From an optimization exercise on the open Yosys and OpenROAD flow, aimed at small area, a short achievable clock period and few clock cycles per item; shortcuts taken in it are not production practice. No functional check of the RTL was part of any run shown here. Power is estimated from default activity; no workload was simulated.

$ cat design.v
`timescale 1ns/10ps
package aer_pkg;
    typedef logic [$clog2(16)-1:0]  pre_addr_t;
    typedef logic [$clog2(8)-1:0] post_addr_t;
    typedef struct packed {
        logic      tick;
        pre_addr_t addr;
    } aer_in_t;
    typedef post_addr_t aer_out_t;
endpackage
`timescale 1ns/10ps
package neuron_pkg;
    typedef logic signed [8-1:0] weight_t;
    typedef logic [8*8-1:0] weight_row_t;
    typedef logic signed [12-1:0] membrane_t;
    typedef logic [$clog2(8+1)-1:0] spike_cnt_t;
    typedef logic [$clog2(8*8*8+1)-1:0] goodness_t;
endpackage
`timescale 1ns/10ps
`timescale 1ns/10ps
`timescale 1ns/10ps
`timescale 1ns/10ps
`timescale 1ns/10ps
`timescale 1ns/10ps
module snn_ff_core
(
    input  logic       CLK,
    input  logic       rst,
    input  logic [4:0] aer_in_addr,     
    input  logic       aer_in_req,
    output logic       aer_in_ack,
    input  logic       prog_en,
    input  logic [3:0] prog_pre,
    input  logic [2:0] prog_post,
    input  logic [7:0] prog_weight,
    output logic [2:0] aer_out_addr,
    output logic       aer_out_req,
    input  logic       aer_out_ack,
    output logic       sample_done,
    output logic [9:0] goodness
);
    localparam int NPRE  = 16;
    localparam int NPOST = 8;
    localparam int QD    = 2;                
    logic [NPOST*8-1:0] weights [NPRE];
    always_ff @(posedge CLK) begin
        if (prog_en) begin
            weights[prog_pre][prog_post*8 +: 8] <= prog_weight;
        end
    end
    logic            in_rdy;         
    logic            wv;             
    logic            wt;             
    logic [NPRE-1:0] wsel;           
    logic            take;
    logic            go;             
    assign aer_in_ack = aer_in_req & in_rdy;
    assign take       = aer_in_req & in_rdy;
    always_ff @(posedge CLK) begin
        if (take) begin
            wt <= aer_in_addr[4];
            for (int p = 0; p < NPRE; p++) wsel[p] <= (aer_in_addr[3:0] == 4'(p));
        end
    end
    logic [10:0]        mem    [NPOST];
    logic [10:0]        mem_ev [NPOST];
    logic [NPOST-1:0]   fmask;
    logic [NPOST*8-1:0] row;
    logic [2:0]         tick_no;
    logic               last;        
    always_comb begin
        row = '0;
        for (int p = 0; p < NPRE; p++) begin
            row = row | (weights[p] & {NPOST*8{wsel[p]}});
        end
    end
    always_comb begin
        for (int i = 0; i < NPOST; i++) begin
            logic [11:0] s;
            s = {1'b0, mem[i]} + {{4{row[i*8+7]}}, row[i*8 +: 8]};
            if (s[11]) mem_ev[i] = row[i*8+7] ? 11'd0 : 11'd2047;
            else       mem_ev[i] = s[10:0];
            fmask[i] = |mem[i][10:6];
        end
    end
    assign last = (tick_no == 3'(8 - 1));
    logic [NPOST-1:0] hm;            
    logic             hl;            
    logic             hv;            
    logic [2:0]       ha;            
    logic [NPOST:0]   qe [QD];       
    logic [$clog2(QD+1)-1:0] qn;
    logic             ack_q;
    logic             sent;          
    logic             push;
    logic             qfull;
    logic [NPOST-1:0] hm_rest, hm_n;
    logic             hl_n;
    logic [$clog2(QD+1)-1:0] qn_n;
    logic             done_now;      
    logic             pop, byp, pushq;
    logic [2:0]       ha_n;
    assign aer_out_req  = hv & ~aer_out_ack;
    assign aer_out_addr = ha;
    assign sent         = aer_out_ack & ~ack_q & hv;
    assign qfull = (qn == QD);
    assign go    = wv & (~wt | ~qfull | ~(|fmask | last));
    assign push  = go & wt & (|fmask | last);
    always_comb begin
        hm_rest  = sent ? (hm & (hm - 1'b1)) : hm;
        done_now = (hm_rest == '0) && hl;
        pop      = (hm_rest == '0) && (qn != 0);
        byp      = (hm_rest == '0) && (qn == 0) && push;
        pushq    = push && !byp;
        qn_n     = qn - pop + pushq;
        if (pop) begin
            hm_n = qe[0][NPOST-1:0];
            hl_n = qe[0][NPOST];
        end else if (byp) begin
            hm_n = fmask;
            hl_n = last;
        end else begin
            hm_n = hm_rest;
            hl_n = hl && !done_now;
        end
        ha_n = '0;
        for (int i = NPOST - 1; i >= 0; i--) begin
            if (hm_n[i]) ha_n = 3'(i);
        end
    end
    always_ff @(posedge CLK) begin
        if (rst) begin
            hm    <= '0;
            hl    <= 1'b0;
            hv    <= 1'b0;
            qn    <= '0;
            ack_q <= 1'b0;
        end else begin
            hm    <= hm_n;
            hl    <= hl_n;
            hv    <= |hm_n;
            qn    <= qn_n;
            ack_q <= aer_out_ack;
        end
        ha <= ha_n;
    end
    always_ff @(posedge CLK) begin
        for (int i = 0; i < QD; i++) begin
            if (pushq && qn - pop == $bits(qn)'(i)) qe[i] <= {last, fmask};
            else if (pop && i < QD - 1)               qe[i] <= qe[i + 1];
        end
    end
    always_ff @(posedge CLK) begin
        if (rst) begin
            wv      <= 1'b0;
            in_rdy  <= 1'b1;
            tick_no <= '0;
            for (int i = 0; i < NPOST; i++) mem[i] <= '0;
        end else begin
            wv     <= take | (wv & ~go);
            in_rdy <= ~(take ? (aer_in_addr[4] & (qn_n == QD))
                             : (wv & ~go & wt & (qn_n == QD)));
            if (go) begin
                if (!wt) begin
                    for (int i = 0; i < NPOST; i++) mem[i] <= mem_ev[i];
                end else begin
                    tick_no <= tick_no + 1'b1;
                    for (int i = 0; i < NPOST; i++) begin
                        if (fmask[i] || last) mem[i] <= '0;
                    end
                end
            end
        end
    end
    logic       s1;              
    logic [2:0] sq;              
    logic       fin;             
    logic [2:0] cnt [NPOST];     
    logic [9:0] gsum;
    assign goodness = gsum;
    always_ff @(posedge CLK) begin
        sq <= ha;
        if (rst) begin
            s1          <= 1'b0;
            fin         <= 1'b0;
            sample_done <= 1'b0;
            gsum        <= '0;
            for (int i = 0; i < NPOST; i++) cnt[i] <= '0;
        end else begin
            s1          <= sent;
            fin         <= done_now;
            sample_done <= fin;
            if (sample_done) begin
                gsum <= '0;
                for (int i = 0; i < NPOST; i++) cnt[i] <= '0;
            end else if (s1) begin
                gsum    <= gsum + {6'd0, cnt[sq], 1'b1};
                cnt[sq] <= cnt[sq] + 1'b1;
            end
        end
    end
endmodule
$ cat run.sh
#!/bin/bash
# synth_recipe.tcl (not shown) runs the flow's synth.tcl, then flattens the netlist and writes it again
# the make line also repeats each setting of config.mk as NAME=value (left out here)
make -C /OpenROAD-flow-scripts/flow DESIGN_CONFIG=/design/flow/config.mk WORK_HOME=/design/flow/orfs CLKGATE_MAP_FILE= SYNTH_SCRIPT=/design/flow/synth_recipe.tcl finish
$ cat config.mk
export PLATFORM = sky130hd
export DESIGN_NAME = snn_ff_core
export DESIGN_NICKNAME = snn_ff_core
export VERILOG_FILES = /design/flow/design.v
export SDC_FILE = /design/flow/constraint.sdc
export NUM_CORES = 4
export LEC_CHECK = 0
export ABC_CLOCK_PERIOD_IN_PS = 4000
export CAP_MARGIN = 20
export CORE_MARGIN = 2
export CORE_UTILIZATION = 40
export SETUP_SLACK_MARGIN = 5
export SLEW_MARGIN = 20
$ cat constraint.sdc
create_clock -name core_clock -period 9.0 [get_ports {CLK}]
set_input_delay 1.8000 -clock core_clock [delete_from_list [all_inputs] [get_ports {CLK}]]
set_output_delay 1.8000 -clock core_clock [all_outputs]
set_load 0.01 [all_outputs]
==> key figures, run 1 <==
Outcome
  – Status: finished clean

Timing
  – Fin Clk Skew: 80.2 ps
  – Setup TNS Final: 0 ps
  – Worst Max-Slew Pin Slew: 1210 ps
  – Period Utilization, post-route: 0.472
  – Final setup fails: 0
  – Final min period: 4250 ps
  – Max_slew headroom: 0.189
  – Final Max Slew Viols: 0
  – RSZ-0062 raised after global routing: true
  – Max Freq: 235 MHz
  – Hold Fails Final Rpt: 0

Die
  – Site Rows: 127
  – Core Area: 0.120 mm²
  – Initial Util: 0.404
  – Die area: 0.124 mm²
  – Ports: 41
  – Die W: 353 µm
  – Die span in y: 353 µm

Final layout
  – # nets final: 3477
  – Finished Layout Cells: 5053
  – Synth-to-layout area growth: 17.1%
  – Share of cells above drive strength 1: 0.158
  – Finished Cell Area: 0.0570 mm²
  – Number of fill cells: 10309
  – N_diodes: 0

Setup path
  – Arrival time at the worst endpoint: 4610 ps
  – Crit path launch: prog_en
  – R2R Path Start: wsel[11]
  – Critical path fanouts, max: 16
  – Worst setup EP type: flip-flop
  – Startpoint types: input port
  – CP required: 9360 ps
  – CP Class: in2reg

GRT
  – Vias in the first global route: 29522
  – Largest net degree at the start of global routing: 65
  – Global-route wire length before repair: 208 mm
  – GRT overflow: 0
  – Initial antenna violation count: 7
  – GRT Overall Usage: 0.228

Placement
  – Placed cell count: 4780
  – RePlAce Congestion: 0.853
  – IO buf count: 40
  – Placed cell area: 0.0510 mm²
  – DPL Wire Length: 87.8 mm

Pwr
  – Psw: 4.69 mW
  – Comb pwr share: 0.257
  – Switching share of power: 0.300
  – Pwr/cell area: 274 mW/mm²
  – Design Power: 15.6 mW
  – Leak: 17.1 nW
  – Clk pwr share: 0.331
  – P_int: 10.9 mW
  – Maximum vdd ir drop: 201 µV
  – Sequential share of power: 0.412

Synthesis
  – Commonest register cell after synthesis: edfxtp_1
  – Syn_nets: 3365
  – Number of synthesized flops with an enable pin: 1083
  – Distinct cells, synth: 78
  – Adder-Cell Fraction of Synth Area: 0.0313
  – Area contributors post-synth: edfxtp_1 67%, dfxtp_1 5.1%, a221oi_1 4.0%
  – Synth area leader: edfxtp_1
  – Synth warn: 4
  – Synth Area in XOR/XNOR: 0.0140
  – Synth Area in Compound Gates: 0.139
  – Register area share after synthesis: 0.720
  – Post-Syn Instances: 3226
  – Mapped Avg Cell Area: 15.1 µm²
  – Synthesized area: 0.0486 mm²
  – Ys async rst share: 0
  – Largest family of logic cells by synthesized area: compound AO/OA/AOI/OAI gates
  – Yosys reg bits: 1208
  – Fraction of the mapped netlist area in simple logic gates: 0.0744
  – Top cell type's share of synthesized area: 0.669
  – Multiplexer share of the synthesized area: 0.00548

Clock tree
  – CTS buffer count: 117
  – Hold buffer count at cts: 0
  – H-Tree Depth: 3
  – Clk buf depth: 3
  – Clock sink total: 1208
  – Clock latency (worst-skew pair): 750 ps
  – Root buffer cell: clkbuf_16
  – TritonCTS clock tree: built
  – Clk pin slew, worst setup/hold paths: 60 ps

Routing
  – Initial DRC count: 4505
  – Routed WL: 150 mm
  – Post-route DRC: 0
  – Final ANT Viol Nets: 0
  – Via count: 31063
  – Routed len/inst: 29.8 µm
  – Vias per inst: 6.15
  – DRT Pass-1 Iters: 6

Worst hold path
  – Hold path startpoint: ha[1]
  – Hold Crit Class: reg2reg

Flow run
  – Max Cap Viol: 0
sequential cells by signal, summed over array words and instances, names as in the netlist:
register	flops
qn	2
qe	18
wt	1
hl	1
wv	1
in_rdy	1
tick_no	3
ha	3
gsum	10
mem	88
hm	8
ack_q	1
sq	3
wsel	16
fin	1
cnt	24
sample_done	1
s1	1
weights	1024
hv	1
Yosys cell counts (16+ instances only):
library cell and instances:
nand2b_1 16, xnor2_1 51, a21oi_1 82, nor3_1 45, nand3_1 46, xor2_1 27, and2_1 49, a22o_1 208
buf_1 42, clkbuf_1 106, a221o_1 45, nor2b_1 39, ha_1 105, a31oi_1 16, dfxtp_1 125, a22oi_1 110
nand2_1 154, nand4_1 64, a221oi_1 221, inv_1 54, edfxtp_1 1083, and3_1 50, nor2_1 243, a21o_1 23
o21ai_0 63
metal layers:
layer	track usage	vias up	wire, µm	part of all wire
met5	0	-	11	0.000073
met4	0.0762	2	5090	0.034
met3	0.0436	287	15200	0.10
met2	0.366	1725	70300	0.47
li1	-	13283	-	-
met1	0.311	15766	59900	0.40
critical path, cell delays in order:
cell,delay [ps]
clkdlybuf4s50_1,880
nor2b_2,500
nand3_2,640
nor2_2,770
per-stage QoR:
stage                     hold WS (ps)  setup slack [ps]   util
after global placement             357              3730  0.424
after CTS                          372              4760  0.465
after global routing               383              4770  0.474
after detailed placement           353              3770  0.424
final                              366              4750  0.474
after floorplan                    382              4870      -
logic make-up after synthesis:
kind of cell,count (synthesis)
XOR/XNOR,78
AND/OR/NAND/NOR,746
AO/OA/AOI/OAI,853
adder cells (fa/ha/maj),117
multiplexers,19
flip-flops,1208
buffers and inverters,205
placed cells by master, fill, tap and decap left out, drive strengths merged, types with 5 or more instances in the layout:
| cell type | instances |
|---|---|
| nand4 | 64 |
| clkinv | 49 |
| a22o | 208 |
| xnor2 | 51 |
| buf | 92 |
| or2 | 6 |
| clkdlybuf4s50 | 35 |
| and2 | 50 |
| nor2 | 243 |
| a21o | 23 |
| o21ai | 73 |
| or3 | 10 |
| o31ai | 5 |
| clkinvlp | 13 |
| nand2 | 154 |
| a21oi | 85 |
| a31oi | 16 |
| a211o | 5 |
| o21a | 14 |
| nand2b | 16 |
| nor3 | 46 |
| bufbuf | 6 |
| edfxtp | 1083 |
| xor2 | 27 |
| a22oi | 110 |
| or4 | 8 |
| fa | 9 |
| inv | 61 |
| mux2 | 14 |
| a221oi | 221 |
| a221o | 45 |
| clkbuf | 146 |
| ha | 105 |
| dfxtp | 125 |
| and3 | 50 |
| nand3 | 46 |
| a211oi | 8 |
| bufinv | 16 |
| nor2b | 39 |
power groups by stage:
stage / logic, mW / registers (mW) / clock network [mW]
final: 4.02 / 6.45 / 5.17
after CTS: 3.81 / 6.45 / 5.20
after global placement: 3.50 / 6.57 / 0
after floorplan: 2.71 / 6.51 / 0
after global routing: 4.38 / 6.47 / 5.41
after detailed placement: 3.54 / 6.57 / 0
final timing paths:
check | end | slack, ps | depth (start not counted)
worst max-delay path | weights[6][41] | 4750 | 4
worst min-delay path | sq[1] | 370 | 0
worst max register to register | mem[7][2] | 5070 | 13
worst min register to register | sq[1] | 370 | 0
layout make-up:
type | instances | area, µm² | area share
inverter | 54 | 203 | 0.00356
sequential | 1208 | 35000 | 0.615
clock buffer | 137 | 3110 | 0.0545
timing repair buffer | 142 | 1900 | 0.0334
multi-input combinational | 1815 | 13800 | 0.242
tap | 1612 | 2020 | 0.0354
clock inverter | 85 | 955 | 0.0168
timing repair:
item | CTS | global route
resized for setup | 176 | 155
setup buffers | 14 | 20
cloned | 7 | 10
pin swaps | 4 | 20
endpoints found under the hold margin | 0 | 0
setup endpoints to repair | 945 | 1310
==> inputs of run 2 (changes only) <==
--- a/config.mk
+++ b/config.mk
@@ -7,3 +7,2 @@
 export LEC_CHECK = 0
-export ABC_CLOCK_PERIOD_IN_PS = 4000
 export CAP_MARGIN = 20
==> run 2 against run 1 <==
Compared with the run above:
- first-iteration DRC count unchanged
- largest power group unchanged
- critical endpoint unchanged
- die area unchanged
- final area did not move
- core utilization stayed put
- clock power about the same
- synthesized cell count did not move
==> key figures, run 2 <==
Setup path
  – Buf/Inv on CP: 1 (unchanged)
  – Arrival time at the worst endpoint: 4610 ps (about the same)
  – Startpoint types: input port (unchanged)
  – R2R cell count: 13 (unchanged)
  – CP Class: in2reg (unchanged)
  – Critical path fanouts, max: 16 (unchanged)
  – CP required: 9360 ps (about the same)
  – Worst setup EP type: flip-flop (unchanged)
  – Crit path depth: 4 (unchanged)
  – Crit path max-delay family: simple AND/OR/NAND/NOR gates (unchanged)
  – Critical Path, Cell by Cell: clkdlybuf4s50_1 -> nor2b_2 -> nand3_2 -> nor2_2 (unchanged)
  – Slowest stage delay, CP: 880 ps (about the same)
  – Slowest-stage cell, CP: clkdlybuf4s50_1 (unchanged)

GRT
  – Global-route wire length before repair: 208 mm (unchanged)
  – GRT Overall Usage: 0.228 (unchanged)
  – Initial antenna violation count: 7 (unchanged)
  – GRT overflow: 0 (unchanged)
  – Largest net degree at the start of global routing: 65 (unchanged)
  – Vias in the first global route: 29522 (unchanged)

Flow run
  – Max Cap Viol: 0 (unchanged)

Clock tree
  – Root buffer cell: clkbuf_16 (unchanged)
  – TritonCTS clock tree: built (unchanged)
  – Clk buf depth: 3 (unchanged)
  – Clock sink total: 1208 (unchanged)
  – CTS buffer count: 117 (unchanged)
  – H-Tree Depth: 3 (unchanged)
  – Clock latency (worst-skew pair): 750 ps (about the same)
  – Clk pin slew, worst setup/hold paths: 60 ps (about the same)

Synthesis
  – Synth area leader: edfxtp_1 (unchanged)
  – Post-Syn Instances: 3226 (unchanged)
  – Area contributors post-synth: edfxtp_1 67%, dfxtp_1 5.1%, a221oi_1 4.0% (unchanged)
  – Mapped Avg Cell Area: 15.1 µm² (unchanged)
  – Ys async rst share: 0 (unchanged)
  – Most common cell in the synthesized netlist: edfxtp_1 (unchanged)
  – Top cell type's share of synthesized area: 0.669 (unchanged)
  – Commonest register cell after synthesis: edfxtp_1 (unchanged)
  – Synth warn: 4 (unchanged)
  – Distinct cells, synth: 78 (unchanged)
  – Synthesized area: 0.0486 mm² (unchanged)
  – Synth top cells by count: 1083 x edfxtp_1, 243 x nor2_1, 221 x a221oi_1, 208 x a22o_1, 154 x nand2_1 (unchanged)
  – Yosys reg bits: 1208 (unchanged)
  – Syn_nets: 3365 (unchanged)
  – Register area share after synthesis: 0.720 (unchanged)
  – Number of synthesized flops with an enable pin: 1083 (unchanged)

Placement
  – DPL Wire Length: 87.8 mm (unchanged)
  – RePlAce Congestion: 0.853 (unchanged)
  – IO buf count: 40 (unchanged)
  – Placed cell area: 0.0510 mm² (unchanged)

Die
  – Initial Util: 0.404 (unchanged)
  – Core Area: 0.120 mm² (unchanged)
  – Die span in y: 353 µm (unchanged)
  – Die area: 0.124 mm² (unchanged)
  – Ports: 41 (unchanged)
  – Die W: 353 µm (unchanged)
  – Site Rows: 127 (unchanged)

Final layout
  – Most flop-heavy register: weights (unchanged)
  – # nets final: 3477 (unchanged)
  – N_diodes: 0 (unchanged)
  – Commonest non-fill, non-tap cell in the layout: edfxtp_1 (unchanged)
  – Largest regs: weights: 1024 flops, mem: 88 flops, cnt: 24 flops (unchanged)
  – Share of cells above drive strength 1: 0.158 (unchanged)
  – Synth-to-layout area growth: 17.1% (unchanged)
  – Commonest non-fill, non-tap cells in the layout: 1083 x edfxtp_1, 208 x a22o_1, 205 x a221oi_1 (unchanged)
  – Final Util: 0.474 (unchanged)
  – Finished Cell Area: 0.0570 mm² (unchanged)
  – Max reg flops: 1024 (unchanged)

Timing
  – Worst Max-Slew Pin Slew: 1210 ps (unchanged)
  – Final Max Slew Viols: 0 (unchanged)
  – Final min period: 4250 ps (unchanged)
  – Max Freq: 235 MHz (unchanged)
  – WHS: 366 ps (unchanged)
  – Final setup fails: 0 (unchanged)
  – Fin Clk Skew: 80.2 ps (unchanged)
  – Setup TNS Final: 0 ps (unchanged)
  – Hold Fails Final Rpt: 0 (unchanged)
  – Period Utilization, post-route: 0.472 (unchanged)
  – RSZ-0062 raised after global routing: true (unchanged)
  – Max_slew headroom: 0.189 (unchanged)

Worst hold path
  – Hold path cells: 0 (unchanged)
  – Hold Crit Class: reg2reg (unchanged)

Routing
  – Routed len/inst: 29.8 µm (unchanged)
  – Post-route DRC: 0 (unchanged)
  – Final ANT Viol Nets: 0 (unchanged)
  – DRT Pass-1 Iters: 6 (unchanged)
  – Vias per inst: 6.15 (unchanged)
  – Initial DRC count: 4505 (unchanged)
  – Via count: 31063 (unchanged)
  – Routed WL: 150 mm (unchanged)

Pwr
  – Pwr/cell area: 274 mW/mm² (unchanged)
  – Design Power: 15.6 mW (unchanged)
  – Maximum vdd ir drop: 201 µV (unchanged)
  – Leak: 17.1 nW (unchanged)

Outcome
  – Status: finished clean (unchanged)
-- run 2: worst register-to-register path: stages, from the launching register on --
cell and delay (ps):
edfxtp_1 440, buf_6 280, a22oi_2 310, nand2_1 90, or4_4 540, ha_1 280, a21o_1 170, a21oi_2 200
o21ai_2 110, a31o_2 290, a2111o_1 490, o21ai_4 130, a21oi_2 160, a221o_1 340
-- run 2: logic make-up after synthesis --
group | after synthesis | share of synthesized area
compound gates | 853 | 0.139
buf+inv | 205 | 0.0160
mux | 19 | 0.00548
fa+ha+maj | 117 | 0.0313
simple gates | 746 | 0.0744
flops | 1208 | 0.720
xor+xnor | 78 | 0.0140
-- run 2: layer usage --
layer | up-vias | GRT usage | part of all wire
li1 | 13283 | - | -
met1 | 15766 | 0.311 | 0.40
met2 | 1725 | 0.366 | 0.47
met3 | 287 | 0.0436 | 0.10
met4 | 2 | 0.0762 | 0.034
met5 | - | 0 | 0.000073
-- run 2: report_power, final --
part           internal [mW]  switching, mW
sequential              6.29          0.160
combinational           1.71           2.30
clock                   2.95           2.22
total                   10.9           4.69
-- run 2: final timing paths --
kind / slack [ps] / startpoint / to
max: 4750 / prog_en / weights[6][41]
min: 370 / ha[1] / sq[1]
max reg2reg: 5070 / wsel[11] / mem[7][2]
min reg2reg: 370 / ha[1] / sq[1]
-- run 2: metrics by stage --
stage / setup slack, ps / instances
floorplan: 4870 / 3226
global route: 4770 / 5053
global placement: 3730 / 4780
CTS: 4760 / 5023
detailed placement: 3770 / 4780
finish: 4750 / 5053
-- run 2: repair_timing --
item | 4_1_cts | 5_1_grt
gates resized for setup | 176 | 155
setup buffers | 14 | 20
hold buffers | 0 | 0
pin swaps | 4 | 20
endpoints found under the setup margin | 945 | 1310
cloned | 7 | 10
-- run 2: final cells by class --
type / count / area [µm²]
Timing Repair Buffer: 142 / 1900
Inverter: 54 / 203
Clock buffer: 137 / 3110
Tap cell: 1612 / 2020
Clock inverter: 85 / 955
Sequential cell: 1208 / 35000
Fill cell: 10309 / 63300
Multi-Input combinational cell: 1815 / 13800
==> inputs of run 3 (changes only) <==
--- a/design.v
+++ b/design.v
@@ -45,5 +45,13 @@
     logic [NPOST*8-1:0] weights [NPRE];
-    always_ff @(posedge CLK) begin
-        if (prog_en) begin
-            weights[prog_pre][prog_post*8 +: 8] <= prog_weight;
+    logic               pe_q;
+    logic [3:0]         pp_q;
+    logic [2:0]         pq_q;
+    logic [7:0]         pw_q;
+    always_ff @(posedge CLK) begin
+        pe_q <= prog_en & ~rst;
+        pp_q <= prog_pre;
+        pq_q <= prog_post;
+        pw_q <= prog_weight;
+        if (pe_q) begin
+            weights[pp_q][pq_q*8 +: 8] <= pw_q;
         end
==> run 3 against run 2 <==
Compared with the run above:
- first-iteration DRC count fell by 14%
- highest routed layer unchanged
- core utilization fell by 0.66 points
- clock power rose by 2%
- still clean
- largest cell class unchanged
- critical path depth rose by 1
==> key figures, run 3 <==
Synthesis
  – Synth area leader: edfxtp_1 (unchanged)
  – Ys async rst share: 0 (unchanged)
  – Synth warn: 4 (unchanged)
  – Most common cell in the synthesized netlist: edfxtp_1 (unchanged)
  – Yosys reg bits: 1224 (was 1208)
  – Distinct cells, synth: 77 (was 78)
  – Post-Syn Instances: 3314 (was 3226)
  – Number of synthesized flops with an enable pin: 1083 (unchanged)
  – Commonest register cell after synthesis: edfxtp_1 (unchanged)
  – Area contributors post-synth: edfxtp_1 66%, dfxtp_1 5.7%, a22o_1 3.8% (was edfxtp_1 67%, dfxtp_1 5.1%, a221oi_1 4.0%)
  – Top cell type's share of synthesized area: 0.661 (was 0.669)
  – Mapped Avg Cell Area: 14.9 µm² (was 15.1 µm²)
  – Syn_nets: 3452 (was 3365)
  – Register area share after synthesis: 0.718 (was 0.720)
  – Synth top cells by count: 1083 x edfxtp_1, 282 x nor2_1, 212 x a22o_1, 208 x a221oi_1, 159 x nand2_1 (was 1083 x edfxtp_1, 243 x nor2_1, 221 x a221oi_1, 208 x a22o_1, 154 x nand2_1)
  – Synthesized area: 0.0492 mm² (was 0.0486 mm²)

Clock tree
  – Hold buffer count at cts: 0 (unchanged)
  – Clock sink total: 1224 (was 1208)
  – TritonCTS clock tree: built (unchanged)
  – H-Tree Depth: 3 (unchanged)
  – Clk pin slew, worst setup/hold paths: 60 ps (about the same)
  – Clk buf depth: 3 (unchanged)
  – Root buffer cell: clkbuf_16 (unchanged)
  – Clock latency (worst-skew pair): 730 ps (was 750 ps)
  – CTS buffer count: 118 (was 117)

Pwr
  – Leak: 17.1 nW (about the same)
  – Maximum vdd ir drop: 202 µV (was 201 µV)
  – Pwr/cell area: 304 mW/mm² (was 274 mW/mm²)

Worst hold path
  – Hold Crit Class: reg2reg (unchanged)
  – Hold path cells: 0 (unchanged)

Timing
  – Hold Fails Final Rpt: 0 (unchanged)
  – Final min period: 4130 ps (was 4250 ps)
  – Final setup fails: 0 (unchanged)
  – Worst Max-Slew Pin Slew: 1190 ps (was 1210 ps)
  – Final Max Slew Viols: 0 (unchanged)
  – Max Freq: 242 MHz (was 235 MHz)
  – Final WS setup: 4870 ps (was 4750 ps)
  – WHS: 350 ps (was 366 ps)
  – Max_slew headroom: 0.201 (was 0.189)
  – Period Utilization, post-route: 0.459 (was 0.472)
  – RSZ-0062 raised after global routing: true (unchanged)
  – Fin Clk Skew: 44.7 ps (was 80.2 ps)
  – Setup TNS Final: 0 ps (unchanged)

Final layout
  – Most flop-heavy register: weights (unchanged)
  – Finished Layout Cells: 5166 (was 5053)
  – Share of cells above drive strength 1: 0.124 (was 0.158)
  – Commonest non-fill, non-tap cells in the layout: 1083 x edfxtp_1, 241 x nor2_1, 212 x a22o_1 (was 1083 x edfxtp_1, 208 x a22o_1, 205 x a221oi_1)
  – Max reg flops: 1024 (unchanged)
  – Largest regs: weights: 1024 flops, mem: 88 flops, cnt: 24 flops (unchanged)
  – Commonest non-fill, non-tap cell in the layout: edfxtp_1 (unchanged)
  – # nets final: 3569 (was 3477)
  – Synth-to-layout area growth: 15.6% (was 17.1%)

Setup path
  – Startpoint types: input port (unchanged)
  – R2R cell count: 12 (was 13)
  – CP required: 7200 ps (was 9360 ps)
  – Worst setup EP type: primary output (was flip-flop)
  – Critical path fanouts, max: 2 (was 16)
  – CP Class: in2out (was in2reg)
  – Arrival time at the worst endpoint: 2330 ps (was 4610 ps)

Die
  – Die W: 355 µm (was 353 µm)
  – Initial Util: 0.404 (about the same)
  – Site Rows: 128 (was 127)
  – Die area: 0.126 mm² (was 0.124 mm²)
  – Die span in y: 355 µm (was 353 µm)
  – Ports: 41 (unchanged)
  – Core Area: 0.122 mm² (was 0.120 mm²)

Placement
  – Dpl ws: 3490 ps (was 3770 ps)
  – RePlAce Congestion: 0.817 (was 0.853)
  – IO buf count: 40 (unchanged)
  – Placed cell count: 4888 (was 4780)
  – DPL Wire Length: 80.9 mm (was 87.8 mm)

Routing
  – Post-route DRC: 0 (unchanged)
  – Vias per inst: 6.03 (was 6.15)
  – Final ANT Viol Nets: 0 (unchanged)
  – Routed WL: 145 mm (was 150 mm)
  – Routed len/inst: 28.1 µm (was 29.8 µm)
  – Initial DRC count: 3883 (was 4505)
  – Via count: 31131 (was 31063)
  – DRT Pass-1 Iters: 6 (unchanged)

GRT
  – Initial antenna violation count: 6 (was 7)
  – Global-route wire length before repair: 207 mm (was 208 mm)
  – Largest net degree at the start of global routing: 65 (unchanged)
  – GRT Overall Usage: 0.224 (was 0.228)
  – GRT overflow: 0 (unchanged)
  – Vias in the first global route: 29891 (was 29522)

Outcome
  – Status: finished clean (unchanged)

Flow run
  – Max Cap Viol: 0 (unchanged)
run 3: cell types whose count changed in the layout (fill, tap and decap cells not counted), sizes merged, moves of 9 or more:
| cell | before | now |
|---|---|---|
| clkbuf | 146 | 158 |
| dfxtp | 125 | 141 |
| nor2 | 243 | 283 |
| diode | 0 | 9 |
| clkinv | 49 | 39 |
| o21ai | 73 | 86 |
| a221oi | 221 | 208 |
| nor3 | 46 | 35 |
| and2 | 50 | 59 |
| buf | 92 | 114 |
| and3 | 50 | 40 |
| mux2 | 14 | 5 |
run 3: worst paths after layout:
path,startpoint,endpoint,slack [ps]
max,aer_in_req,aer_in_ack,4870
max reg2reg,wsel[9],mem[7][0],5050
min,ha[1],sq[1],350
min reg2reg,ha[1],sq[1],350
run 3: area by class of cell:
type,instances,area [µm²]
Fill cell,10503,65000
Sequential cell,1224,35300
Multi-Input combinational cell,1872,13500
Clock buffer,156,3260
Tap cell,1625,2030
Timing Repair Buffer,154,1640
Clock inverter,65,852
Inverter,61,234
Antenna cell,9,22.5
run 3: report_power, final:
part           switching [mW]  leakage [nW]  internal (mW)
registers               0.217          9.02           6.42
clock network            2.20          1.99           3.05
logic                    3.06          6.06           2.35
run 3: stage by stage:
stage / cell area (µm²) / utilization / power (mW)
2_1_floorplan: 49300 / - / 10.4
3_3_place_gp: 51700 / 0.424 / 11.6
3_5_place_dp: 51700 / 0.424 / 11.6
4_1_cts: 56400 / 0.462 / 17.0
5_1_grt: 56900 / 0.467 / 18.1
6_report: 56900 / 0.467 / 17.3
run 3: what timing repair did:
| item | CTS | global route |
|---|---|---|
| resized for setup | 82 | 60 |
| endpoints found under the setup margin | 119 | 88 |
| pin swaps | 7 | 19 |
| buffers inserted | 24 | 17 |
| cloned | 3 | 2 |
run 3: cells by family (layout without fill, tap and decap cells):
kind of cell | Yosys count | after routing | share of synthesized area
AO/OA/AOI/OAI | 869 | 869 | 0.138
XOR/XNOR | 79 | 79 | 0.0141
adder cells (fa/ha/maj) | 119 | 119 | 0.0313
buffers and inverters | 218 | 436 | 0.0171
flip-flops | 1224 | 1224 | 0.718
multiplexers | 15 | 15 | 0.00470
other | 0 | 9 | 0
AND/OR/NAND/NOR | 790 | 790 | 0.0769
run 3: worst max-delay path, stage by stage:
cell	delay, ps
buf_6	100
nand2_4	60
clkinvlp_4	110
buf_12	150
buf_6	110
run 3: per-layer routing:
layer / wire, µm / vias up / global-route usage
met5: 16 / - / 0
met1: 61000 / 15907 / 0.312
met3: 12700 / 267 / 0.0410
met4: 3900 / 2 / 0.0692
li1: - / 13501 / -
met2: 67700 / 1454 / 0.359
==> inputs of run 4 (changes only) <==
--- a/config.mk
+++ b/config.mk
@@ -10,2 +10,4 @@
 export CORE_UTILIZATION = 40
+export CTS_BUF_LIST = sky130_fd_sc_hd__clkbuf_4 sky130_fd_sc_hd__clkbuf_8
+export CTS_CLUSTER_SIZE = 20
 export SETUP_SLACK_MARGIN = 5
==> run 4 against run 3 <==
Compared with the run above:
- still clean on timing, DRC and antenna
- first-iteration DRC count up 1.4%
- synthesized area did not move
- final area is 0.28% lower
- critical path type unchanged
- critical endpoint unchanged
- largest cell class unchanged
==> key figures, run 4 <==
Placement
  – Placed cell area: 0.0517 mm² (unchanged)
  – DPL Wire Length: 80.9 mm (unchanged)
  – RePlAce Congestion: 0.817 (unchanged)
  – IO buf count: 40 (unchanged)

Synthesis
  – Commonest register cell after synthesis: edfxtp_1 (unchanged)
  – Most common cell in the synthesized netlist: edfxtp_1 (unchanged)
  – Synth top cells by count: 1083 x edfxtp_1, 282 x nor2_1, 212 x a22o_1, 208 x a221oi_1, 159 x nand2_1 (unchanged)
  – Distinct cells, synth: 77 (unchanged)
  – Mapped Avg Cell Area: 14.9 µm² (unchanged)
  – Register area share after synthesis: 0.718 (unchanged)
  – Synthesized area: 0.0492 mm² (unchanged)
  – Area contributors post-synth: edfxtp_1 66%, dfxtp_1 5.7%, a22o_1 3.8% (unchanged)
  – Syn_nets: 3452 (unchanged)
  – Synth area leader: edfxtp_1 (unchanged)
  – Synth warn: 4 (unchanged)
  – Post-Syn Instances: 3314 (unchanged)
  – Ys async rst share: 0 (unchanged)
  – Number of synthesized flops with an enable pin: 1083 (unchanged)
  – Yosys reg bits: 1224 (unchanged)
  – Top cell type's share of synthesized area: 0.661 (unchanged)

Setup path
  – Worst setup EP type: primary output (unchanged)
  – CP required: 7200 ps (about the same)
  – Arrival time at the worst endpoint: 2310 ps (was 2330 ps)
  – R2R setup slack: 5070 ps (was 5050 ps)
  – R2R cell count: 13 (was 12)
  – CP Class: in2out (unchanged)
  – Startpoint types: input port (unchanged)
  – Critical path fanouts, max: 2 (unchanged)
  – Reg2Reg Capture Point: mem[7][0] (unchanged)
  – R2R Path Start: wsel[2] (was wsel[9])
  – Crit path launch: aer_in_req (unchanged)

Die
  – Initial Util: 0.404 (unchanged)
  – Ports: 41 (unchanged)
  – Die W: 355 µm (unchanged)
  – Die span in y: 355 µm (unchanged)
  – Site Rows: 128 (unchanged)
  – Core Area: 0.122 mm² (unchanged)
  – Die area: 0.126 mm² (unchanged)

Timing
  – RSZ-0062 raised after global routing: true (unchanged)
  – Hold Fails Final Rpt: 0 (unchanged)
  – Max_slew headroom: 0.163 (was 0.201)
  – Worst Max-Slew Pin Slew: 1250 ps (was 1190 ps)
  – Period Utilization, post-route: 0.457 (was 0.459)
  – Final Max Slew Viols: 0 (unchanged)
  – Final min period: 4110 ps (was 4130 ps)
  – Setup TNS Final: 0 ps (unchanged)
  – Fin Clk Skew: 68.3 ps (was 44.7 ps)
  – Max Freq: 243 MHz (was 242 MHz)
  – Final setup fails: 0 (unchanged)

Final layout
  – Finished Cell Area: 0.0568 mm² (was 0.0569 mm²)
  – Commonest non-fill, non-tap cell in the layout: edfxtp_1 (unchanged)
  – Final Util: 0.466 (was 0.467)
  – Synth-to-layout area growth: 15.3% (was 15.6%)
  – Largest regs: weights: 1024 flops, mem: 88 flops, cnt: 24 flops (unchanged)
  – Most flop-heavy register: weights (unchanged)
  – Number of fill cells: 10559 (was 10503)
  – Commonest non-fill, non-tap cells in the layout: 1083 x edfxtp_1, 241 x nor2_1, 212 x a22o_1 (unchanged)
  – # nets final: 3631 (was 3569)
  – Share of cells above drive strength 1: 0.152 (was 0.124)
  – Register Area: 0.0353 mm² (unchanged)
  – Max reg flops: 1024 (unchanged)
  – Multi-input gate area: 0.0135 mm² (about the same)

GRT
  – Vias in the first global route: 30562 (was 29891)
  – GRT Overall Usage: 0.227 (was 0.224)
  – Global-route wire length before repair: 208 mm (was 207 mm)
  – Met1 Use GR: 0.311 (was 0.312)
  – GR peak layer: met2 (unchanged)
  – Largest net degree at the start of global routing: 65 (unchanged)
  – Fraction of met3 tracks used by global routing: 0.0465 (was 0.0410)
  – GRT overflow: 0 (unchanged)
  – M2 GR Usage: 0.355 (was 0.359)
  – Initial antenna violation count: 9 (was 6)

Routing
  – DRT Pass-1 Iters: 6 (unchanged)
  – Via count: 31645 (was 31131)
  – Final ANT Viol Nets: 0 (unchanged)
  – Initial DRC count: 3938 (was 3883)
  – Post-route DRC: 0 (unchanged)
  – Routed WL: 147 mm (was 145 mm)
  – Vias per inst: 5.99 (was 6.03)
  – Routed len/inst: 27.7 µm (was 28.1 µm)

Pwr
  – Pwr/cell area: 300 mW/mm² (was 304 mW/mm²)
  – Maximum vdd ir drop: 212 µV (was 202 µV)
  – Leak: 17.1 nW (about the same)
  – Design Power: 17.0 mW (was 17.3 mW)

Clock tree
  – CTS buffer count: 188 (was 118)
  – Clock sink total: 1224 (unchanged)
  – H-Tree Depth: 4 (was 3)
  – Clk pin slew, worst setup/hold paths: 60 ps (about the same)
  – Root buffer cell: clkbuf_8 (was clkbuf_16)
  – TritonCTS clock tree: built (unchanged)
  – Clk buf depth: 3 (unchanged)
  – Hold buffer count at cts: 0 (unchanged)
  – Clock latency (worst-skew pair): 910 ps (was 730 ps)

Worst hold path
  – Hold path startpoint: ha[1] (unchanged)
  – Hold Crit Class: reg2reg (unchanged)
  – Hold path cells: 0 (unchanged)
  – Hold Path Sink: sq[1] (unchanged)

Flow run
  – Max Cap Viol: 0 (unchanged)

Outcome
  – Status: finished clean (unchanged)
-- run 4: cell counts after synthesis --
No cell type changed its count.
-- run 4: what timing repair did --
action                     4_1_cts  5_1_grt
pin swaps                        6       17
setup buffers                   21       11
cloned                           3        3
setup endpoints to repair      117       92
gates resized for setup         85       53
-- run 4: cell type report --
cell class | instances | area share
Multi-Input combinational cell | 1873 | 0.238
Timing Repair Buffer | 145 | 0.0273
Inverter | 61 | 0.00412
Antenna cell | 14 | 0.000617
Tap cell | 1625 | 0.0358
Clock inverter | 81 | 0.0142
Clock buffer | 261 | 0.0568
Sequential cell | 1224 | 0.623
-- run 4: layer usage --
layer	wire length (µm)	part of all wire	vias up
met2	67500	0.46	1632
li1	-	-	13661
met5	13	0.000089	-
met1	60700	0.41	16045
met4	4880	0.033	2
met3	13500	0.092	305
-- run 4: worst max-delay path by stage --
stage | to | slack, ps | cells past startpoint
final | aer_in_ack | 4890 | 5
after global routing | aer_in_ack | 4850 | 5
after CTS | aer_in_ack | 4880 | 5
after detailed placement | qe[0][3] | 3490 | 11
after global placement | qe[0][5] | 3510 | 11
after floorplan | qe[0][7] | 4890 | 11
-- run 4: kinds of logic after synthesis --
kind of cell	synth area share
simple gates	0.0769
flops	0.718
mux	0.00470
fa+ha+maj	0.0313
xor+xnor	0.0141
compound gates	0.138
buf+inv	0.0171
-- run 4: per-stage QoR --
step / instances / hold WS [ps] / worst slack [ps]
floorplan: 3314 / 382 / 4890
finish: 5284 / 350 / 4890
CTS: 5254 / 350 / 4880
detailed placement: 4888 / 338 / 3490
global placement: 4886 / 343 / 3510
global route: 5271 / 362 / 4850
-- run 4: critical path, stage by stage --
cell	delay, ps
buf_6	100
nand2_4	60
clkinvlp_4	100
buf_12	140
buf_6	110
-- run 4: report_power, final --
group | total, mW | switching [mW] | internal, mW
clock | 4.97 | 2.24 | 2.73
sequential | 6.64 | 0.220 | 6.42
combinational | 5.38 | 3.06 | 2.33
==> inputs of run 5 (changes only) <==
--- a/design.v
+++ b/design.v
@@ -67,6 +67,4 @@
     always_ff @(posedge CLK) begin
-        if (take) begin
-            wt <= aer_in_addr[4];
-            for (int p = 0; p < NPRE; p++) wsel[p] <= (aer_in_addr[3:0] == 4'(p));
-        end
+        if (take) wt <= aer_in_addr[4];
+        for (int p = 0; p < NPRE; p++) wsel[p] <= (aer_in_addr[3:0] == 4'(p));
     end
--- a/config.mk
+++ b/config.mk
@@ -9,5 +9,3 @@
 export CORE_MARGIN = 2
-export CORE_UTILIZATION = 40
-export CTS_BUF_LIST = sky130_fd_sc_hd__clkbuf_4 sky130_fd_sc_hd__clkbuf_8
-export CTS_CLUSTER_SIZE = 20
+export CORE_UTILIZATION = 60
 export SETUP_SLACK_MARGIN = 5
==> run 5 against run 4 <==
Compared with the run above:
- non-clock buffer count rose by 13
- final cell count shrank 14%
- register-to-register slack is essentially flat
- critical path type is now reg2reg
- core utilization up 23 points
- power decreased by 23%
- critical endpoint is now mem[3][1]
==> key figures, run 5 <==
Outcome
  – Status: finished clean (unchanged)

Timing
  – Final Max Slew Viols: 0 (unchanged)
  – Final setup fails: 0 (unchanged)
  – Final min period: 3930 ps (was 4110 ps)
  – Max_slew headroom: 0.150 (was 0.163)
  – Max Freq: 254 MHz (was 243 MHz)
  – Period Utilization, post-route: 0.437 (was 0.457)
  – Hold Fails Final Rpt: 0 (unchanged)
  – Final WS setup: 5070 ps (was 4890 ps)
  – Setup TNS Final: 0 ps (unchanged)
  – Fin Clk Skew: 26.7 ps (was 68.3 ps)
  – RSZ-0062 raised after global routing: true (unchanged)
  – Worst Max-Slew Pin Slew: 1280 ps (was 1250 ps)

Placement
  – RePlAce Congestion: 0.828 (was 0.817)
  – Dpl ws: 3660 ps (was 3490 ps)
  – DPL Wire Length: 80.6 mm (was 80.9 mm)
  – IO buf count: 40 (unchanged)

GRT
  – M2 GR Usage: 0.540 (was 0.355)
  – Fraction of met3 tracks used by global routing: 0.0767 (was 0.0465)
  – GR peak layer: met2 (unchanged)
  – GRT Overall Usage: 0.342 (was 0.227)
  – Vias in the first global route: 30198 (was 30562)
  – Global-route wire length before repair: 204 mm (was 208 mm)
  – Largest net degree at the start of global routing: 47 (was 65)
  – Met1 Use GR: 0.465 (was 0.311)
  – Initial antenna violation count: 7 (was 9)
  – GRT overflow: 0 (unchanged)

Setup path
  – CP Class: reg2reg (was in2out)
  – Arrival time at the worst endpoint: 4510 ps (was 2310 ps)
  – R2R setup slack: 5070 ps (about the same)
  – Worst setup EP type: flip-flop (was primary output)
  – Reg2Reg Capture Point: mem[3][1] (was mem[7][0])
  – Critical path fanouts, max: 34 (was 2)
  – Startpoint types: flip-flop (was input port)
  – CP required: 9580 ps (was 7200 ps)
  – Slowest-stage cell, CP: dfxtp_4 (was buf_12)
  – Slowest stage delay, CP: 530 ps (was 140 ps)
  – Critical Path, Cell by Cell: buf_12 -> a22oi_1 -> nand2_1 -> or3_4 -> ha_1 -> a21o_1 -> a21oi_2 -> o211ai_1 -> and3_1 -> o31a_1 -> nor3_4 -> nor2_2 -> a221o_1 (was buf_6 -> nand2_4 -> clkinvlp_4 -> buf_12 -> buf_6)
  – R2R Path Start: wsel[8] (was wsel[2])
  – R2R cell count: 13 (unchanged)

Final layout
  – Largest regs: weights: 1024 flops, mem: 88 flops, cnt: 24 flops (unchanged)
  – Multi-input gate area: 0.0131 mm² (was 0.0135 mm²)
  – Commonest non-fill, non-tap cell in the layout: edfxtp_1 (unchanged)
  – Register Area: 0.0352 mm² (was 0.0353 mm²)
  – # nets final: 3495 (was 3631)
  – Synth-to-layout area growth: 14.9% (was 15.3%)
  – Number of fill cells: 5308 (was 10559)
  – Max reg flops: 1024 (unchanged)
  – Share of cells above drive strength 1: 0.124 (was 0.152)
  – Commonest non-fill, non-tap cells in the layout: 1067 x edfxtp_1, 236 x nor2_1, 217 x a221oi_1, 217 x a22o_1, 141 x dfxtp_1 (was 1083 x edfxtp_1, 241 x nor2_1, 212 x a22o_1)
  – Most flop-heavy register: weights (unchanged)

Worst hold path
  – Hold Path Sink: sq[2] (was sq[1])
  – Hold Crit Class: reg2reg (unchanged)
  – Hold path cells: 0 (unchanged)
  – Hold path startpoint: ha[2] (was ha[1])

Flow run
  – Max Cap Viol: 0 (unchanged)

Routing
  – Vias per inst: 6.96 (was 5.99)
  – DRT Pass-1 Iters: 6 (unchanged)
  – Initial DRC count: 3905 (was 3938)
  – Routed WL: 147 mm (about the same)
  – Post-route DRC: 0 (unchanged)
  – Via count: 31571 (was 31645)
  – Routed len/inst: 32.4 µm (was 27.7 µm)
  – Final ANT Viol Nets: 0 (unchanged)

Synthesis
  – Register area share after synthesis: 0.721 (was 0.718)
  – Synth area leader: edfxtp_1 (unchanged)
  – Synth top cells by count: 1067 x edfxtp_1, 260 x nor2_1, 219 x a221oi_1, 217 x a22o_1, 157 x dfxtp_1 (was 1083 x edfxtp_1, 282 x nor2_1, 212 x a22o_1, 208 x a221oi_1, 159 x nand2_1)
  – Synthesized area: 0.0488 mm² (was 0.0492 mm²)
  – Distinct cells, synth: 73 (was 77)
  – Commonest register cell after synthesis: edfxtp_1 (unchanged)
  – Synth warn: 4 (unchanged)
  – Number of synthesized flops with an enable pin: 1067 (was 1083)
  – Yosys reg bits: 1224 (unchanged)
  – Syn_nets: 3370 (was 3452)
  – Most common cell in the synthesized netlist: edfxtp_1 (unchanged)
  – Mapped Avg Cell Area: 15.1 µm² (was 14.9 µm²)
  – Post-Syn Instances: 3230 (was 3314)
  – Area contributors post-synth: edfxtp_1 66%, dfxtp_1 6.4%, a221oi_1 3.9% (was edfxtp_1 66%, dfxtp_1 5.7%, a22o_1 3.8%)
  – Ys async rst share: 0 (unchanged)
  – Top cell type's share of synthesized area: 0.657 (was 0.661)

Pwr
  – Leak: 17.2 nW (was 17.1 nW)
  – Pwr/cell area: 234 mW/mm² (was 300 mW/mm²)
  – Maximum vdd ir drop: 186 µV (was 212 µV)

Die
  – Die area: 0.0836 mm² (was 0.126 mm²)
  – Die W: 289 µm (was 355 µm)
  – Ports: 41 (unchanged)
  – Site Rows: 104 (was 128)
  – Initial Util: 0.606 (was 0.404)
  – Core Area: 0.0805 mm² (was 0.122 mm²)
  – Die span in y: 289 µm (was 355 µm)

Clock tree
  – Clk buf depth: 3 (unchanged)
  – H-Tree Depth: 3 (was 4)
  – CTS buffer count: 120 (was 188)
  – Clk pin slew, worst setup/hold paths: 60 ps (about the same)
  – TritonCTS clock tree: built (unchanged)
  – Clock latency (worst-skew pair): 710 ps (was 910 ps)
  – Clock sink total: 1224 (unchanged)
  – Hold buffer count at cts: 0 (unchanged)
  – Root buffer cell: clkbuf_16 (was clkbuf_8)
run 5: cell count changes after synthesis, moves of 15 or more:
cell	change
o21ai_0	-28
dfxtp_1	+16
a22oi_1	-15
nand2_1	-33
nor2_1	-22
edfxtp_1	-16
a221o_1	+23
run 5: how the worst max path moves through the flow:
| stage | startpoint | end | cells past startpoint |
|---|---|---|---|
| after floorplan | aer_out_ack | qe[0][0] | 12 |
| after global placement | aer_out_ack | qe[0][0] | 10 |
| after detailed placement | aer_out_ack | qe[0][0] | 10 |
| after CTS | wsel[10] | mem[3][1] | 14 |
| after global routing | wsel[11] | mem[3][0] | 13 |
| final | wsel[8] | mem[3][1] | 13 |
run 5: cells by family after synthesis:
family                     share of synthesized area
AOI/OAI and AO/OA                              0.139
xor gates and xnor gates                      0.0144
adders and majority gates                     0.0317
buffers and inverters                         0.0176
DFF                                            0.721
muxes                                        0.00403
and+or+nand+nor                               0.0725
run 5: stage by stage:
stage           util  instances  cell area [µm²]  hold WS, ps  power [mW]
6_report       0.696       4537            56100          369        13.1
5_1_grt        0.696       4522            56000          374        13.5
4_1_cts        0.687       4491            55300          369        13.1
3_5_place_dp   0.624       4209            50300          361        7.82
3_3_place_gp   0.624       4207            50300          348        7.78
2_1_floorplan      -       3230            48900          382        7.41
run 5: metal layers:
metal	vias to the layer above	wire length [µm]
li1	13282	-
met5	-	13
met4	2	5810
met2	1950	69200
met1	15957	55800
met3	380	16300
run 5: worst max-delay path, delay by kind of cell, from the launching register on:
kind            cells  cell delay [ps]
compound gates      6             1530
simple gates        5             1140
flops               1              530
fa+ha+maj           1              300
buf+inv             1              290
run 5: area by class of cell:
class                   instances  share of cell area
diodes                         15            0.000669
inverters                      63             0.00422
multi-input cells            1788               0.234
clock inverters                71              0.0156
repair buffers                158              0.0343
clock buffers                 158              0.0591
flip-flops and latches       1224               0.629
well taps                    1060              0.0237
run 5: what timing repair did:
action | 4_1_cts | 5_1_grt
buffers inserted | 51 | 22
resized for setup | 75 | 56
pin swaps | 5 | 16
endpoints found under the setup margin | 112 | 82
gates cloned | 2 | 3
run 5: power by group:
| part | leakage (nW) | switching, mW | total (mW) | internal, mW |
|---|---|---|---|---|
| Clock | 2.04 | 2.18 | 5.30 | 3.11 |
| Sequential | 9.00 | 0.121 | 6.36 | 6.24 |
| Combinational | 6.12 | 0.888 | 1.48 | 0.589 |

==> port drivers added, routing unchanged <==
Ports are ideal in the flow. The routed layouts listed here were re-timed in OpenROAD.
Step 1, drivers: a clkbuf_16 drives CLK and a buf_2 each remaining input, both assumed.
Step 2 adds t to the input delays and takes it off the output delays; t is the mean of the earliest and latest rising clock arrival at the registers after step 1. Input paths then give back, and output paths get back, about the clock's delay inside the block.
Slacks: ideal ports / drivers / drivers and shift; pairs: ideal ports / drivers.
run | t, ns | setup WS [ns] | latest minus earliest clock arrival (ns)
run 1 | 0.778 | 4.749 / 4.790 / 4.012 | 0.081 / 0.082
run 2 | 0.778 | 4.749 / 4.790 / 4.012 | 0.081 / 0.082
run 3 | 0.774 | 4.871 / 4.831 / 4.431 | 0.046 / 0.046
run 4 | 0.947 | 4.886 / 4.846 / 4.363 | 0.070 / 0.071
run 5 | 0.768 | 5.069 / 5.049 / 4.345 | 0.031 / 0.031
After both steps every run listed still meets setup and hold.
